From an optimization exercise on the open Yosys and OpenROAD flow, aimed at small area and a short achievable clock period; shortcuts taken in it are not production practice. No run shown here included a check of the RTL's function; only the layout flow was run. No activity file was given, so power comes from the tool's default toggle rates.

File: flow/design.v
package switch_pkg;
    localparam int NUM_PORTS = 4;            
    typedef logic [7:0] byte_t;              
    typedef logic [1:0] port_idx_t;          
    typedef struct packed {
        logic      cyc;                      
        logic      stb;                      
        logic      we;                       
        port_idx_t adr;                      
        byte_t     dat;                      
    } wb_req_t;
    typedef struct packed {
        logic  ack;                          
        byte_t dat;                          
    } wb_rsp_t;
    typedef struct packed {
        logic  eop;
        byte_t data;
    } fifo_entry_t;
    typedef struct packed {
        logic  valid;                        
        logic  last;                         
        byte_t data;
    } port_out_t;
    typedef enum logic {RT_IDLE, RT_PAYLOAD} router_state_e;
    typedef enum logic [1:0] {EG_IDLE, EG_SEND, EG_GAP} egress_state_e;
endpackage
module packet_switch
#(
    parameter int FIFO_DEPTH = 32,
    parameter int MAX_PKT    = 16,
    parameter int GAP_CYCLES = 4
) (
    input  logic                  clk,
    input  logic                  reset_b,
    input  logic                  i_wb_cyc,
    input  logic                  i_wb_stb,
    input  logic                  i_wb_we,
    input  logic [1:0]            i_wb_adr,
    input  logic [7:0]            i_wb_dat,
    output logic                  o_wb_ack,
    output logic [7:0]            o_wb_dat,
    input  logic                  i_valid,
    input  logic [7:0]            i_data,
    output logic                  o_stall,
    output logic [switch_pkg::NUM_PORTS-1:0]  o_port_valid,
    output logic [switch_pkg::NUM_PORTS-1:0]  o_port_last,
    output logic [switch_pkg::NUM_PORTS*8-1:0] o_port_data,
    input  logic [switch_pkg::NUM_PORTS-1:0]  i_read
);
    localparam int NP = switch_pkg::NUM_PORTS;
    localparam int RD = 15;                  
    localparam int GW = $clog2(GAP_CYCLES + 1);
    function automatic logic [3:0] inc15(input logic [3:0] x);
        if (x == 4'(RD - 1)) inc15 = 4'd0;
        else                 inc15 = x + 4'd1;
    endfunction
    logic       req;
    logic       ack_q;
    logic [7:0] addr_q [NP];
    logic [7:0] rdat_q;                      
    assign req = i_wb_cyc && i_wb_stb;
    always_ff @(posedge clk or negedge reset_b) begin
        if (!reset_b) ack_q <= 1'b0;
        else          ack_q <= req && !ack_q;
    end
    always_ff @(posedge clk or negedge reset_b) begin
        if (!reset_b) begin
            for (int k = 0; k < NP; k++) addr_q[k] <= 8'(k);
        end else if (ack_q && req && i_wb_we) begin
            addr_q[i_wb_adr] <= i_wb_dat;
        end
    end
    always_ff @(posedge clk) rdat_q <= addr_q[i_wb_adr];
    assign o_wb_ack = ack_q;
    assign o_wb_dat = rdat_q;
    logic       rt_pay_q;                    
    logic       hit_q;
    logic [1:0] target_q;
    logic       pend_q;                      
    logic [7:0] data_q;
    logic       match_hit;
    logic [1:0] match_idx;
    always_comb begin
        match_hit = 1'b0;
        match_idx = '0;
        for (int k = NP - 1; k >= 0; k--) begin
            if (i_data == addr_q[k]) begin
                match_hit = 1'b1;
                match_idx = 2'(k);
            end
        end
    end
    always_ff @(posedge clk or negedge reset_b) begin
        if (!reset_b) begin
            rt_pay_q <= 1'b0;
            hit_q    <= 1'b0;
            target_q <= '0;
            pend_q   <= 1'b0;
        end else begin
            pend_q <= rt_pay_q && i_valid && hit_q;
            if (!rt_pay_q) begin
                if (i_valid) begin
                    rt_pay_q <= 1'b1;
                    hit_q    <= match_hit;
                    target_q <= match_idx;
                end
            end else if (!i_valid) begin
                rt_pay_q <= 1'b0;
            end
        end
    end
    always_ff @(posedge clk) data_q <= i_data;
    logic [8:0] in_word;                     
    assign in_word = {!i_valid, data_q};
    logic [8:0] ovf_mem [RD];
    logic [3:0] ovf_wp_q, ovf_rp_q;
    logic [3:0] ovf_cnt_q;                   
    logic [8:0] ovf_head_q;
    logic       ovf_hv_q;                    
    logic       ovf_empty, ovf_we, ovf_re, ovf_hload, ovf_hin;
    logic [NP-1:0] rfull, pop;
    logic          t_full, t_pop;
    assign t_full = rfull[target_q];
    assign t_pop  = pop[target_q];
    assign ovf_empty = (ovf_cnt_q == 4'd0);
    assign ovf_hin   = pend_q && (ovf_hv_q ? (t_pop && ovf_empty) : (t_full && !t_pop));
    assign ovf_hload = !ovf_hv_q || t_pop;
    assign ovf_re    = ovf_hv_q && t_pop && !ovf_empty;
    assign ovf_we    = ovf_hv_q && pend_q && !(t_pop && ovf_empty);
    always_ff @(posedge clk) begin
        if (ovf_we) ovf_mem[ovf_wp_q] <= in_word;
    end
    always_ff @(posedge clk) begin
        if (ovf_hload) ovf_head_q <= ovf_empty ? in_word : ovf_mem[ovf_rp_q];
    end
    always_ff @(posedge clk or negedge reset_b) begin
        if (!reset_b) begin
            ovf_wp_q  <= '0;
            ovf_rp_q  <= '0;
            ovf_cnt_q <= '0;
            ovf_hv_q  <= 1'b0;
        end else begin
            if (ovf_we) ovf_wp_q <= inc15(ovf_wp_q);
            if (ovf_re) ovf_rp_q <= inc15(ovf_rp_q);
            ovf_cnt_q <= ovf_cnt_q + 4'(ovf_we) - 4'(ovf_re);
            ovf_hv_q  <= ovf_hv_q ? (!t_pop || !ovf_empty || pend_q) : ovf_hin;
        end
    end
    assign o_stall = ovf_hv_q;
    for (genvar p = 0; p < NP; p++) begin : g_lane
        logic [8:0]    mem [RD];
        logic [3:0]    wp_q, rp_q;
        logic [3:0]    cnt_q;                
        logic [8:0]    head_q;               
        logic          hv_q;                 
        logic          valid_q;              
        logic [GW-1:0] gap_q;                
        logic [GW-1:0] gap_d;
        logic          hv_d;
        logic          rempty, mine, mig, wr_in, hload, rwe, rre;
        logic [8:0]    ring_word;
        assign rempty   = (cnt_q == 4'd0);
        assign rfull[p] = (cnt_q == 4'(RD));
        assign pop[p]   = valid_q && i_read[p];
        assign mine  = (target_q == 2'(p));
        assign mig   = mine && ovf_hv_q;     
        assign wr_in = mine && pend_q;
        assign hload = pop[p] || !hv_q;
        assign rre   = hload && !rempty;
        assign rwe   = mig ? pop[p]
                           : (wr_in && !(hload && rempty) && !(rfull[p] && !pop[p]));
        assign ring_word = mig ? ovf_head_q : in_word;
        assign hv_d  = !hload || !rempty || wr_in;
        assign gap_d = (pop[p] && head_q[8]) ? GW'(GAP_CYCLES)
                     : (gap_q != '0)         ? gap_q - 1'b1
                     : gap_q;
        always_ff @(posedge clk) begin
            if (rwe) mem[wp_q] <= ring_word;
        end
        always_ff @(posedge clk) begin
            if (hload) head_q <= rempty ? in_word : mem[rp_q];
        end
        always_ff @(posedge clk or negedge reset_b) begin
            if (!reset_b) begin
                wp_q    <= '0;
                rp_q    <= '0;
                cnt_q   <= '0;
                hv_q    <= 1'b0;
                valid_q <= 1'b0;
                gap_q   <= '0;
            end else begin
                if (rwe) wp_q <= inc15(wp_q);
                if (rre) rp_q <= inc15(rp_q);
                cnt_q   <= cnt_q + 4'(rwe) - 4'(rre);
                hv_q    <= hv_d;
                valid_q <= hv_d && (gap_d == '0);
                gap_q   <= gap_d;
            end
        end
        assign o_port_valid[p]       = valid_q;
        assign o_port_last[p]        = head_q[8];
        assign o_port_data[8*p +: 8] = head_q[7:0];
    end
endmodule
File: flow/config.mk
export PLATFORM = sky130hd
export DESIGN_NAME = packet_switch
export DESIGN_NICKNAME = packet_switch
export VERILOG_FILES = /design/flow/design.v
export SDC_FILE = /design/flow/constraint.sdc
export NUM_CORES = 4
export LEC_CHECK = 0
export CAP_MARGIN = 20
export CORE_MARGIN = 2
export CORE_UTILIZATION = 40
export SETUP_SLACK_MARGIN = 2.2
export SLEW_MARGIN = 20
File: flow/run.sh
#!/bin/bash
# synth_recipe.tcl (not shown) runs the flow's synth.tcl, then flattens the netlist and writes it again
# the make line also repeats each setting of config.mk as NAME=value (left out here)
make -C /OpenROAD-flow-scripts/flow DESIGN_CONFIG=/design/flow/config.mk WORK_HOME=/design/flow/orfs CLKGATE_MAP_FILE= SYNTH_SCRIPT=/design/flow/synth_recipe.tcl finish
File: flow/constraint.sdc
create_clock -name core_clock -period 4.4 [get_ports {clk}]
set_input_delay 0.8800 -clock core_clock [delete_from_list [all_inputs] [get_ports {clk}]]
set_output_delay 0.8800 -clock core_clock [all_outputs]
set_load 0.01 [all_outputs]
==> results of run 1 <==
per-layer routing:
layer,global-route usage [%],vias to the layer above
met5,0,-
met4,6.17,4
met3,3.31,145
met2,31.5,583
met1,26.5,10500
li1,-,8848
report_power, final:
part	leakage, nW	total (mW)	switching, mW	internal, mW
sequential	8.08	10.7	0.958	9.71
combinational	6.33	8.00	4.02	3.98
clock	1.38	7.39	3.14	4.25
kinds of logic after synthesis:
family | after synthesis
AO/OA/AOI/OAI | 230
XOR/XNOR | 46
adder cells (fa/ha/maj) | 46
buffers and inverters | 171
flip-flops | 855
multiplexers | 306
AND/OR/NAND/NOR | 424
worst max-delay path by stage:
stage | startpoint | to | slack, ps | depth (start not counted)
finish | target_q[0]$_DFFE_PN0P_ | g_lane[1].mem[5][7]$_DFFE_PP_ | 1800 | 10
global route | target_q[0]$_DFFE_PN0P_ | g_lane[1].cnt_q[2]$_DFF_PN0_ | 1720 | 12
CTS | g_lane[1].cnt_q[2]$_DFF_PN0_ | g_lane[1].cnt_q[2]$_DFF_PN0_ | 1810 | 13
detailed placement | i_read[0] | ovf_mem[0][3]$_DFFE_PP_ | 400 | 7
global placement | i_read[0] | ovf_mem[0][1]$_DFFE_PP_ | 470 | 7
floorplan | i_read[1] | ovf_cnt_q[2]$_DFF_PN0_ | 1490 | 10
per-stage QoR:
stage	cells	hold slack, ps
after detailed placement	3230	447
after CTS	3638	281
after floorplan	2078	474
after global routing	3694	325
final	3694	282
after global placement	3230	442
area by class of cell:
type	instances	area [µm²]	share of cell area, %
clock buffer	123	2470	5.39
clock inverter	48	407	0.887
inverter	54	215	0.470
multi-input combinational	1055	11300	24.7
sequential	855	25000	54.5
tap	1155	1450	3.15
timing repair buffer	404	5020	11.0
cell usage in the layout (no fill, tap or decap), types with 44 or more instances in the layout:
| cell | count |
|---|---|
| a21oi_1 | 46 |
| buf_12 | 83 |
| buf_4 | 113 |
| buf_6 | 111 |
| clkbuf_16 | 104 |
| dfrtp_1 | 98 |
| edfxtp_1 | 720 |
| mux2_2 | 79 |
| mux2i_1 | 44 |
| mux4_2 | 158 |
| nand2_1 | 130 |
| nor2_1 | 83 |
| nor2_4 | 56 |
| o21ai_0 | 78 |
sequential cells by signal, summed over array words and instances, names as in the netlist, 2 cells and up:
signal / flops
ovf_wp_q: 4
ovf_head_q: 9
ovf_rp_q: 4
addr_q: 32
ovf_mem: 135
g_lane.head_q: 36
g_lane.gap_q: 12
rdat_q: 8
g_lane.hv_q: 4
g_lane.wp_q: 16
g_lane.cnt_q: 16
g_lane.rp_q: 16
target_q: 2
g_lane.mem: 540
g_lane.valid_q: 4
ovf_cnt_q: 4
data_q: 8
critical path: cells and delay by family (launching register included):
| kind | cells | cell delay [ps] |
|---|---|---|
| DFF | 1 | 390 |
| buffers and inverters | 5 | 700 |
| and+or+nand+nor | 3 | 740 |
| AOI/OAI and AO/OA | 2 | 500 |
repair_timing:
| item | in CTS | in global routing |
|---|---|---|
| setup endpoints to repair | 1135 | 772 |
| pin swaps | 108 | 69 |
| resized for setup | 371 | 133 |
| gates cloned | 22 | 7 |
| setup buffers | 215 | 49 |
==> impl_metrics.json, run 1 <==
{
  "outcome": "timing/DRC/antenna clean",
  "die_area_mm2": 0.0907,
  "grt_max_degree": 77,
  "antenna_found_initial": 3,
  "worstReg2RegEnd": "g_lane[1].mem[5][7]$_DFFE_PP_",
  "rr_worst_depth": 10,
  "critPathMaxFanout": 7,
  "drv_cap": 0,
  "crit_required_ps": 4760,
  "clockBufferDepth": 3,
  "core-area_mm2": 0.0872,
  "syn_nets": 2152,
  "synth_top_family_by_area": "multiplexers",
  "crit_path_max_incr_delay_ps": 430,
  "endpoint_kind": "flip-flop",
  "ioPinCount": 78,
  "netlist_instances": 2078,
  "vias": 20100,
  "wire_per_inst_um": 23.7,
  "start_kind": "flip-flop",
  "synth_cell_types": 65,
  "power_mw": 26.1,
  "synth-simple-area-share_pct": 5.68,
  "slew_violations": 0,
  "synth.largest_area_cell": "edfxtp_1",
  "crit_arrival_ps": 2960,
  "reg2reg_from": "target_q[0]$_DFFE_PN0P_",
  "maxSlewHeadroom_pct": 36.1,
  "synth_top_area_share_pct": 61.2,
  "cp_slowest_cell": "or3b_4",
  "peakVddDrop_uv": 327,
  "synth_compound_gate_area_share_pct": 4.08,
  "ctsHoldBuffers": 0,
  "pre_cts_ws_ps": 396,
  "cts_buffers": 91,
  "grt_usage_pct": 19.3,
  "die_x_um": 301,
  "synth_ff_type": "edfxtp_1",
  "synth_xor_area_share_pct": 1.14,
  "drive_gt1_share_pct": 39.1,
  "nNetsFinal": 2535,
  "worst_clock_skew_ps": 31.8,
  "post-route-util_pct": 52.6,
  "min_period_ps": 2600,
  "ys_top_cells_by_count": "720 x edfxtp_1, 158 x mux4_2, 139 x nor2_1",
  "leakage_nw": 15.8,
  "synth_mux_area_share_pct": 14.6,
  "synth_edf_count": 720,
  "yosysMostFrequentCell": "edfxtp_1",
  "clock-sinks": 855,
  "path_clk_slew_ps": 60,
  "worstMarginPinSlew_ps": 958,
  "clock_latency_ps": 650,
  "fmax_ghz": 0.384,
  "holdCritPathClass": "input port to async pin",
  "drt-initial-drc-count": 1951,
  "cts_tree": "built",
  "wl_met3_um": 5050,
  "via_per_inst": 5.43,
  "drt-total-wl_um": 87700,
  "cts_root_buf": "clkbuf_16",
  "synthToLayoutAreaGrowth_pct": 29.8,
  "die_y_um": 301,
  "synth_area_per_cell_um2": 17.0,
  "ys_seq_area_share_pct": 70.6,
  "synthAdderAreaFrac_pct": 1.74,
  "synth_area_leaders": "edfxtp_1 61%, mux4_2 10%, dfrtp_1 8.1%",
  "io_buffers": 77,
  "final-hold-violation-count": 0,
  "pwr_density_cell_mw_per_mm2": 569,
  "finalCritPeriodShare_pct": 59.1,
  "fin_area_mm2": 0.0458,
  "critPathKind": "flip-flop to flip-flop",
  "wl_met1_um": 37100,
  "wl_met2_um": 43200,
  "initial_core_util_pct": 40.5,
  "ys_ff_latch": 855,
  "final.setup.tns_ps": 0,
  "gp_congestion": 0.800,
  "grt_pass1_vias": 20700,
  "setup_viol": 0,
  "htreeDepth": 3,
  "fillers": 6835,
  "crit_top_cell": "buf_12",
  "dr.pass1.iters": 7,
  "ant_nets": 0,
  "rows": 108,
  "dp_hpwl_um": 53200,
  "place_area_mm2": 0.0381,
  "gr-total-overflow": 0,
  "drc": 0,
  "rrSetupSlack_ps": 1800,
  "crit_chain": "buf_12 > buf_6 > nand3b_1 > a2111oi_4 > a21oi_4 > buf_6 > or3b_4 > buf_12 > nor2_4 > buf_12",
  "asyncSetResetFlopFracSynth_pct": 13.9,
  "layout_setup_ws_ps": 1800,
  "yosysWarnings": 2,
  "grt_pass1_wl_um": 131000,
  "top_layer_used": "met5",
  "rsz0062_at_grt": "yes",
  "num_antenna_cells": 0,
  "netlist_area_mm2": 0.0353
}
==> inputs of run 2 (changes only) <==
--- a/flow/design.v
+++ b/flow/design.v
@@ -179,6 +179,8 @@
             if (rwe) mem[wp_q] <= ring_word;
         end
+        logic [8:0] head_nx;
+        assign head_nx = rempty ? in_word : mem[rp_q];
         always_ff @(posedge clk) begin
-            if (hload) head_q <= rempty ? in_word : mem[rp_q];
+            head_q <= ({9{hload}} & head_nx) | ({9{!hload}} & head_q);
         end
         always_ff @(posedge clk or negedge reset_b) begin
==> impl_metrics.json, run 2 <==
{
  "outcome": "timing/DRC/antenna clean",
  "crit_buf_inv": 4,
  "post-route-util_pct": 52.6,
  "core-area_mm2": 0.0870,
  "yosysMostFrequentCell": "edfxtp_1",
  "ys_top_cells_by_count": "720 x edfxtp_1, 166 x mux4_2, 130 x nor2_1",
  "nNetsFinal": 2486,
  "endpoint_kind": "flip-flop",
  "drv_cap": 0,
  "gp_congestion": 0.796,
  "p_clk_share_pct": 29.1,
  "ys_seq_area_share_pct": 70.8,
  "asyncSetResetFlopFracSynth_pct": 13.9,
  "power_switching_mw": 8.11,
  "grt_max_degree": 78,
  "cp_slowest_cell": "or3b_4",
  "rows": 108,
  "ctsHoldBuffers": 0,
  "wl_met2_um": 42400,
  "fmax_ghz": 0.389,
  "gr-total-overflow": 0,
  "crit_required_ps": 4760,
  "dp_hpwl_um": 52900,
  "clock_latency_ps": 650,
  "drc": 0,
  "wl_met1_um": 37300,
  "power_mw": 26.4,
  "final-hold-violation-count": 0,
  "grt_pass1_wl_um": 130000,
  "final_common_cell": "edfxtp_1",
  "grt_pass1_vias": 20200,
  "crit_path_max_incr_delay_ps": 440,
  "drive_gt1_share_pct": 40.6,
  "worstMarginPinSlew_ps": 1100,
  "maxSlewHeadroom_pct": 26.6,
  "synth_area_per_cell_um2": 17.3,
  "drt-initial-drc-count": 1738,
  "final_cell_count_no_fill": 3643,
  "critPathKind": "flip-flop to flip-flop",
  "die_x_um": 301,
  "path_clk_slew_ps": 60,
  "peakVddDrop_uv": 371,
  "rr_worst_depth": 9,
  "ys_ff_latch": 855,
  "cts_tree": "built",
  "grt_usage_pct": 19.4,
  "htreeDepth": 3,
  "slew_violations": 0,
  "synth_ff_type": "edfxtp_1",
  "start_kind": "flip-flop",
  "die_area_mm2": 0.0904,
  "largestRegisters": "g_lane.mem: 540 flops, ovf_mem: 135 flops, addr_q: 32 flops",
  "io_buffers": 77,
  "largest_reg_flops": 540,
  "synth.largest_area_cell": "edfxtp_1",
  "die_y_um": 301,
  "worst_clock_skew_ps": 17.1,
  "wire_per_inst_um": 24.3,
  "netlist_instances": 2034,
  "path_delay_family": "simple AND/OR/NAND/NOR gates",
  "fin_area_mm2": 0.0458,
  "min_period_ps": 2570,
  "top_layer_used": "met4",
  "antenna_found_initial": 1,
  "synthToLayoutAreaGrowth_pct": 30.1,
  "internal-power_mw": 18.3,
  "layout_common_cells": "720 x edfxtp_1, 166 x mux4_2, 116 x buf_4, 112 x nand2_1, 98 x mux2_2",
  "crit_chain": "nand2_8 > buf_6 > buf_8 > a21boi_4 > o32a_4 > or3b_4 > buf_4 > nor3_4 > buf_12",
  "synth_cell_types": 63,
  "drt-total-wl_um": 88500,
  "swShare_pct": 30.8,
  "pwr_density_cell_mw_per_mm2": 576,
  "regMostFlops": "g_lane.mem",
  "ioPinCount": 78,
  "synth_top_area_share_pct": 61.4,
  "dp_cells": 3189,
  "clock-sinks": 855,
  "clockBufferDepth": 3,
  "via_per_inst": 5.48,
  "synth_area_leaders": "edfxtp_1 61%, mux4_2 11%, dfrtp_1 8.2%",
  "wl_met3_um": 5480,
  "netlist_area_mm2": 0.0352,
  "setup_viol": 0,
  "final.setup.tns_ps": 0,
  "crit_arrival_ps": 2930,
  "rsz0062_at_grt": "yes",
  "syn_nets": 2107,
  "place_area_mm2": 0.0380,
  "leakage_nw": 15.7,
  "critPathMaxFanout": 9,
  "cts_buffers": 90,
  "synth_edf_count": 720,
  "ant_nets": 0,
  "cp_num_cells": 9,
  "yosysWarnings": 2,
  "vias": 20000,
  "holdCritPathClass": "input port to async pin",
  "cts_root_buf": "clkbuf_16",
  "pwr-share-seq_pct": 40.2,
  "dr.pass1.iters": 5,
  "finalCritPeriodShare_pct": 58.5,
  "p_comb_share_pct": 30.7,
  "initial_core_util_pct": 40.4
}
[run 2: changes by cell type after synthesis, sizes merged, moves of 4 or more]
cell	previous run	this run
mux2	80	102
mux2i	68	46
a21oi	66	45
a221oi	27	8
nand2	138	121
clkbuf	68	52
buf	49	58
nor2	139	130
mux4	158	166
o221ai	0	8
a211oi	3	7
nand2b	14	18
nand3b	14	10
[run 2: cell families (layout without fill, tap and decap cells)]
logic type	count (synthesis)	after routing	share of synthesized area (%)
xor+xnor	47	47	1.17
fa+ha+maj	45	45	1.71
compound gates	212	213	3.69
mux	314	314	15.2
buf+inv	163	609	2.03
flops	855	855	70.8
other cells	0	1	0
simple gates	398	404	5.36
[run 2: final timing paths]
kind | start | slack [ps] | end
max | g_lane[2].valid_q$_DFF_PN0_ | 1830 | g_lane[2].mem[2][0]$_DFFE_PP_
min | reset_b | 300 | g_lane[2].rp_q[0]$_DFFE_PN0P_
max reg2reg | g_lane[2].valid_q$_DFF_PN0_ | 1830 | g_lane[2].mem[2][0]$_DFFE_PP_
min reg2reg | ack_q$_DFF_PN0_ | 460 | ack_q$_DFF_PN0_
max in group asynchronous | reset_b | 3330 | addr_q[2][1]$_DFFE_PN1P_
min in group core_clock | ack_q$_DFF_PN0_ | 460 | ack_q$_DFF_PN0_
[run 2: power groups by stage]
stage / registers [mW] / clock network, mW / logic [mW]
final: 10.6 / 7.67 / 8.09
after global routing: 10.7 / 8.16 / 8.69
after CTS: 10.6 / 7.81 / 7.47
after detailed placement: 10.9 / 0 / 6.14
after global placement: 10.9 / 0 / 6.02
after floorplan: 10.2 / 0 / 4.86
[run 2: layout make-up]
class	count	area [µm²]
flip-flops and latches	855	25000
clock inverters	53	571
diodes	1	2.50
inverters	53	221
fillers	6814	41300
repair buffers	390	4870
multi-input cells	1023	11300
well taps	1155	1450
clock buffers	113	2420
[run 2: worst register-to-register path, delay by kind of cell (launching register included)]
kind | cells | cell delay [ps]
buf+inv | 4 | 590
compound gates | 2 | 570
flops | 1 | 430
simple gates | 3 | 710
[run 2: per-layer routing]
metal  vias up  global-route usage, %
met2       676                   30.4
li1       8712                      -
met3       177                   3.84
met4         0                   7.78
met1     10400                   26.8
met5         -                      0
[run 2: metrics by stage]
step                      hold slack [ps]  worst slack [ps]
after floorplan                       474              1560
after global placement                445               799
after detailed placement              451               753
after CTS                             316              1860
after global routing                  332              1790
final                                 305              1830
[run 2: timing repair]
action	in CTS	in global routing
buffers inserted	198	62
endpoints found under the setup margin	996	775
gates resized for setup	347	148
gates cloned	20	7
pin swaps	103	82
==> inputs of run 3 (changes only) <==
--- a/flow/config.mk
+++ b/flow/config.mk
@@ -8,5 +8,7 @@
 export CAP_MARGIN = 20
 export CORE_MARGIN = 2
-export CORE_UTILIZATION = 40
+export CORE_UTILIZATION = 65
+export CTS_BUF_LIST = sky130_fd_sc_hd__clkbuf_8
+export PLACE_DENSITY = 0.75
 export SETUP_SLACK_MARGIN = 2.2
 export SLEW_MARGIN = 20
==> impl_metrics.json, run 3 <==
{
  "critPathMaxFanout": 9,
  "cts_tree": "built",
  "worstMarginPinSlew_ps": 1230,
  "ys_ff_latch": 855,
  "min_period_ps": 2580,
  "ctsHoldBuffers": 0,
  "die_x_um": 237,
  "worst_clock_skew_ps": 29.0,
  "netlist_instances": 2034,
  "dp_hpwl_um": 50100,
  "drt-total-wl_um": 98900,
  "synth_ff_type": "edfxtp_1",
  "pwr_density_cell_mw_per_mm2": 566,
  "rows": 85,
  "ant_nets": 0,
  "endpoint_kind": "flip-flop",
  "holdWs_ps": 159,
  "via_per_inst": 6.67,
  "peakVddDrop_uv": 342,
  "ys_seq_area_share_pct": 70.8,
  "grt_pass1_wl_um": 135000,
  "slew_violations": 0,
  "setup_viol": 0,
  "yosysMostFrequentCell": "edfxtp_1",
  "maxSlewHeadroom_pct": 17.9,
  "syn_nets": 2107,
  "place_area_mm2": 0.0374,
  "nNetsFinal": 2553,
  "gp_congestion": 0.881,
  "fmax_ghz": 0.388,
  "setup.worst_path.start": "target_q[0]$_DFFE_PN0P_",
  "clock_latency_ps": 800,
  "drv_cap": 0,
  "gr-total-overflow": 0,
  "initial_core_util_pct": 65.5,
  "synth_top_area_share_pct": 61.4,
  "synth_area_leaders": "edfxtp_1 61%, mux4_2 11%, dfrtp_1 8.2%",
  "crit_required_ps": 4900,
  "largestRegisters": "g_lane.mem: 540 flops, ovf_mem: 135 flops, addr_q: 32 flops",
  "ioPinCount": 78,
  "largest_reg_flops": 540,
  "final_cell_count_no_fill": 3284,
  "layout_common_cells": "720 x edfxtp_1, 166 x mux4_2, 149 x clkbuf_8, 111 x nand2_1, 111 x buf_4",
  "drive_gt1_share_pct": 41.7,
  "critPathKind": "flip-flop to flip-flop",
  "regMostFlops": "g_lane.mem",
  "pre_cts_ws_ps": 705,
  "die_y_um": 237,
  "path_clk_slew_ps": 60,
  "synth_edf_count": 720,
  "core-area_mm2": 0.0537,
  "wire_per_inst_um": 30.1,
  "antenna_found_initial": 3,
  "layout_setup_ws_ps": 1820,
  "synth_cell_types": 63,
  "reg2reg_from": "target_q[0]$_DFFE_PN0P_",
  "asyncSetResetFlopFracSynth_pct": 13.9,
  "post-route-util_pct": 83.6,
  "synthToLayoutAreaGrowth_pct": 27.5,
  "grt_max_degree": 80,
  "final-hold-violation-count": 0,
  "htreeDepth": 4,
  "final_common_cell": "edfxtp_1",
  "dp_cells": 2733,
  "finalCritPeriodShare_pct": 58.6,
  "holdCritPathClass": "input port to async pin",
  "leakage_nw": 15.9,
  "fin_area_mm2": 0.0449,
  "yosysWarnings": 2,
  "cts_root_buf": "clkbuf_8",
  "synth.largest_area_cell": "edfxtp_1",
  "synth_area_per_cell_um2": 17.3,
  "clock-sinks": 855,
  "die_area_mm2": 0.0560,
  "outcome": "timing/DRC/antenna clean",
  "drc": 0,
  "cts_buffers": 135,
  "power_mw": 25.4,
  "ys_top_cells_by_count": "720 x edfxtp_1, 166 x mux4_2, 130 x nor2_1",
  "rsz0062_at_grt": "yes",
  "grt_usage_pct": 33.1,
  "grt_pass1_vias": 21900,
  "netlist_area_mm2": 0.0352,
  "crit_arrival_ps": 3080,
  "final.setup.tns_ps": 0,
  "drt-initial-drc-count": 3108,
  "clockBufferDepth": 3,
  "io_buffers": 77,
  "dr.pass1.iters": 6,
  "start_kind": "flip-flop",
  "vias": 21900
}
run 3: cells by family (layout without fill, tap and decap cells):
logic type      Yosys count  in the layout  synth area share, %
flops                   855            855                 70.8
fa+ha+maj                45             45                 1.71
simple gates            398            408                 5.36
xor+xnor                 47             47                 1.17
mux                     314            327                 15.2
buf+inv                 163            692                 2.03
compound gates          212            213                 3.69
other cells               0              1                    0
run 3: repair_timing:
action,in CTS,in global routing
gates cloned,27,25
pin swaps,95,82
gates resized for setup,434,153
setup endpoints to repair,877,1008
buffers inserted,191,63
run 3: path summary, 6_finish.rpt:
kind	to	slack, ps	cells past startpoint
max	g_lane[2].mem[2][2]$_DFFE_PP_	1820	8
min	ack_q$_DFF_PN0_	160	1
max reg2reg	g_lane[2].mem[2][2]$_DFFE_PP_	1820	8
min reg2reg	g_lane[3].gap_q[1]$_DFF_PN0_	530	2
max in group asynchronous	ovf_rp_q[0]$_DFFE_PN0P_	3320	2
min in group core_clock	g_lane[3].gap_q[1]$_DFF_PN0_	530	2
run 3: report_power, final:
part / total, mW / leakage, nW / internal, mW / switching (mW)
clock network: 6.58 / 1.49 / 3.41 / 3.17
registers: 10.7 / 8.08 / 9.71 / 0.978
logic: 8.15 / 6.34 / 3.95 / 4.21
total: 25.4 / 15.9 / 17.1 / 8.35
run 3: final cells by class:
cell class,count,area [µm²]
antenna,1,2.50
multi-input combinational,1040,11400
inverter,53,209
sequential,855,25000
clock inverter,95,537
tap,696,871
fill,2265,8830
clock buffer,149,2050
timing repair buffer,395,4800
run 3: worst max-delay path, cell delays in order (launching register included):
cell	delay [ps]
dfrtp_2	490
buf_6	150
buf_6	100
nand3b_1	200
a21boi_2	100
o32a_4	390
or3b_4	500
nor3_4	200
buf_12	160
run 3: per-layer routing:
metal | share of wire (%) | vias to the layer above | global-route usage (%) | routed length (µm)
li1 | - | 8869 | - | -
met1 | 36 | 11100 | 46.6 | 35900
met2 | 48 | 1608 | 51.3 | 47000
met3 | 12 | 296 | 7.20 | 11400
met4 | 4.6 | 4 | 13.6 | 4530
met5 | 0.026 | - | 0 | 26

port drivers added, routing unchanged:
In the flow no input, the clock included, has a driving cell. The finished layouts below were timed again as built, in two steps.
Step 1: set_driving_cell puts a clkbuf_16 on clk and a buf_2 on each other input, an assumption about the parent block.
Step 2 adds t to the input delays and takes it off the output delays; t is the mean of the earliest and latest rising clock arrival at the registers after step 1. Input paths then give back, and output paths get back, about the clock's delay inside the block.
Three values: ideal, step 1, step 2; two values: the first two.
| run | shift t [ns] | slack for setup (ns) | worst setup path after step 2 |
|---|---|---|---|
| run 1 | 0.704 | 1.799 / 1.799 / 1.162 | input to register |
| run 2 | 0.708 | 1.828 / 1.828 / 1.224 | input to register |
| run 3 | 0.843 | 1.823 / 1.823 / 1.027 | input to register |
After both steps setup and hold are still met in every run listed. The setup slack of run 3, which loses most, moves by 0.000 ns with the drivers and by -0.796 ns with both steps.
